This is an optimization exercise on Yosys and OpenROAD, whose aim is small area, not a production implementation.
Where RTL was checked, it was by simulation tests only, not by an equivalence proof against the original.
Power figures rest on the tool's default switching activity, not on a simulated workload.

==> flow/design.v (excerpt) <==
module bus_checker
#(
   parameter int DRVRS   = 4,
   parameter int PCKG_SZ = 16,
   parameter int DEPTH   = 16,
   parameter int TS_W    = 16,
   localparam int SW = $clog2(DRVRS),
   localparam int IW = $clog2(DEPTH),
   localparam int CW = $clog2(DEPTH + 1)
) (
   input  logic               clk,
   input  logic               rst_n,
   input  logic               drv_valid,
   output logic               drv_ready,
   input  logic [SW-1:0]      drv_src,
   input  logic [PCKG_SZ-1:0] drv_data,
   input  logic               mon_valid,
   input  logic [SW-1:0]      mon_dst,
   input  logic [PCKG_SZ-1:0] mon_data,
   output logic               res_valid,
   output logic [1:0]         res_code,
   output logic [SW-1:0]      res_src,
   output logic [PCKG_SZ-1:0] res_data,
   output logic [TS_W-1:0]    res_latency,
   output logic [CW-1:0]      pending,
   output logic [15:0]        pass_cnt,
   output logic [15:0]        fail_cnt
);
Size: roughly 1400 cells after synthesis, roughly 540 flip-flops, about 120 I/O pins, ~22000 um2 of cells after synthesis.
==> flow/config.mk <==
export PLATFORM = sky130hd
export DESIGN_NAME = bus_checker
export DESIGN_NICKNAME = bus_checker
export VERILOG_FILES = /design/flow/design.v
export SDC_FILE = /design/flow/constraint.sdc
export NUM_CORES = 4
export LEC_CHECK = 0
export CAP_MARGIN = 20
export CORE_MARGIN = 2
export CORE_UTILIZATION = 65
export SLEW_MARGIN = 20
export SYNTH_HIERARCHICAL = 1
==> flow/constraint.sdc <==
create_clock -name core_clock -period 10.0 [get_ports {clk}]
set_input_delay 2.0000 -clock core_clock [delete_from_list [all_inputs] [get_ports {clk}]]
set_output_delay 2.0000 -clock core_clock [all_outputs]
set_load 0.01 [all_outputs]
standard.sh (not shown) runs the stock make flow with config.mk's settings and CLKGATE_MAP_FILE= SYNTH_SCRIPT=/design/flow/synth_recipe.tcl, a recipe that flattens the netlist after the stock synthesis.
==> flow/flow/run.sh <==
#!/bin/bash
# Standard layout with three changes: plain buf_1 port buffers (the resizer still
# upsizes them where needed), no CTS dummy loads, and larger clkbuf_8 leaf clusters.
set -euo pipefail
bash standard.sh \
  "BUFFER_PORTS_ARGS=-buffer_cell sky130_fd_sc_hd__buf_1" \
  "CTS_ARGS=-sink_clustering_enable -repair_clock_nets -dont_use_dummy_load -buf_list sky130_fd_sc_hd__clkbuf_8 -sink_clustering_size 16 -sink_clustering_max_diameter 50" \
  finish > standard_flow.log 2>&1
Edit:
- CORE_UTILIZATION: 65 -> 40
What happened: The new run finished with timing, DRC and antenna clean; clock-buffer cell count came out higher by 4; power increases by 1.6%; worst hold slack is about the same; core utilization shrinks by 27 points; global-route usage falls by 10 points.
Edit:
- SYNTH_HIERARCHICAL: 1 -> unset
- sequential share of layout area is about the same
- total power rises by a few percent
- wire length rises by a few percent
- global-route usage rises by 1.2 points
- fmax barely changes
- synthesized cell count falls slightly
- via count rises slightly
- synthesized area falls slightly
- clock-buffer cell count falls by 1
- sequential power rises by a few percent
- die area falls slightly

---

bus_checker, a different RTL version from the one above (not shown whole).
For scale: roughly 550 flip-flops, ~120 I/O pins, about 22,000 um2 of cells after synthesis.
export LEC_CHECK = 0
export CAP_MARGIN = 20
export CORE_MARGIN = 2
export CORE_UTILIZATION = 40
export SLEW_MARGIN = 20
export SYNTH_HIERARCHICAL = 1
create_clock -name core_clock -period 10.0 [get_ports {clk}]
==> flow/flow/run.sh <==
#!/bin/bash
# Standard layout with three changes: plain buf_1 port buffers (the resizer still
# upsizes them where needed), no CTS dummy loads, and larger clkbuf_8 leaf clusters.
set -euo pipefail
bash standard.sh \
  "BUFFER_PORTS_ARGS=-buffer_cell sky130_fd_sc_hd__buf_1" \
  "CTS_ARGS=-sink_clustering_enable -repair_clock_nets -dont_use_dummy_load -buf_list sky130_fd_sc_hd__clkbuf_4 -sink_clustering_size 10 -sink_clustering_max_diameter 30" \
  finish > standard_flow.log 2>&1
Edit:
==> flow/flow/run.sh (replaced) <==
#!/bin/bash
# Standard layout with three changes: plain buf_1 port buffers (the resizer still
# upsizes them where needed), no CTS dummy loads, and larger clkbuf_8 leaf clusters.
set -euo pipefail
bash standard.sh \
  "BUFFER_PORTS_ARGS=-buffer_cell sky130_fd_sc_hd__buf_1" \
  "CTS_ARGS=-sink_clustering_enable -repair_clock_nets -dont_use_dummy_load -buf_list sky130_fd_sc_hd__clkbuf_4 -sink_clustering_size 10 -sink_clustering_max_diameter 40" \
  finish > standard_flow.log 2>&1
Fmax grows by 0.55%. Setup slack improves by 0.052 ns. Area after synthesis stays the same. Synthesized cell count does not change. Wire length rose by 0.41%.
Edit:
==> flow/flow/run.sh (replaced) <==
#!/bin/bash
# Standard layout with three changes: plain buf_1 port buffers (the resizer still
# upsizes them where needed), no CTS dummy loads, and larger clkbuf_8 leaf clusters.
set -euo pipefail
bash standard.sh \
  "BUFFER_PORTS_ARGS=-buffer_cell sky130_fd_sc_hd__buf_1" \
  "CTS_ARGS=-sink_clustering_enable -repair_clock_nets -dont_use_dummy_load -buf_list sky130_fd_sc_hd__clkbuf_4 -sink_clustering_size 8 -sink_clustering_max_diameter 35" \
  finish > standard_flow.log 2>&1
Total power is higher by 2.1%.
Flip-flop and latch count does not change.
Design area is higher by 0.50%.
Cell count rose by 0.74%.
Via count goes up by 0.36%.
Sequential power hardly moves.
Synthesized area stays the same.
Edit:
==> flow/flow/run.sh (replaced) <==
#!/bin/bash
# Standard layout with three changes: plain buf_1 port buffers (the resizer still
# upsizes them where needed), no CTS dummy loads, and larger clkbuf_8 leaf clusters.
set -euo pipefail
bash standard.sh \
  "BUFFER_PORTS_ARGS=-buffer_cell sky130_fd_sc_hd__buf_1" \
  "CTS_ARGS=-sink_clustering_enable -repair_clock_nets -dont_use_dummy_load -buf_list {sky130_fd_sc_hd__clkbuf_4 sky130_fd_sc_hd__clkbuf_8} -sink_clustering_size 10 -sink_clustering_max_diameter 40" \
  finish > standard_flow.log 2>&1
=> The new run finished clean. Clock skew is lower by 0.0063 ns. Critical path depth stays the same. Sequential share of layout area shrinks by 0.88 points. Final area goes up by about 1.3%. Via count went down by 1.1%. Worst setup slack improved by 0.19 ns. Global-route usage hardly moves. First-iteration DRC count falls by about 3.3%.
Function was not checked in any run of this note: the RTL went through the layout flow alone.

## what the ideal ports hide
The results above use ideal ports. As a check the final layouts listed here were re-extracted and re-timed, cells and wires unchanged.
Step 1 sets driving cells, clkbuf_16 on the clock port and buf_2 on the other inputs (assumed; they add their load-dependent delay and slew).
Step 2 times the ports against the registers' clock, not the clock port: input delays grow and output delays shrink by t, the midpoint of the rising clock arrivals with the driver on.
a / b / c = ideal ports / drivers / drivers and shift; a / b = the first two.
run	t (ns)	setup WS [ns]	worst setup path after step 2	worst register clock-pin slew, ns
the first run of note 1	0.645	0.111 / 0.060 / 0.705	register to output	0.10 / 0.10
the second run of note 1	0.671	0.141 / 0.092 / 0.763	register to output	0.11 / 0.11
the third run of note 1	0.682	0.121 / 0.068 / 0.751	register to output	0.10 / 0.10
the first run of note 2	0.838	0.473 / 0.427 / 1.264	register to output	0.11 / 0.11
the second run of note 2	0.832	0.525 / 0.479 / 1.311	register to output	0.12 / 0.12
the third run of note 2	0.846	0.499 / 0.448 / 1.294	register to output	0.10 / 0.10
the fourth run of note 2	0.671	0.685 / 0.634 / 1.305	register to output	0.07 / 0.07
After both steps every run listed still meets setup and hold.
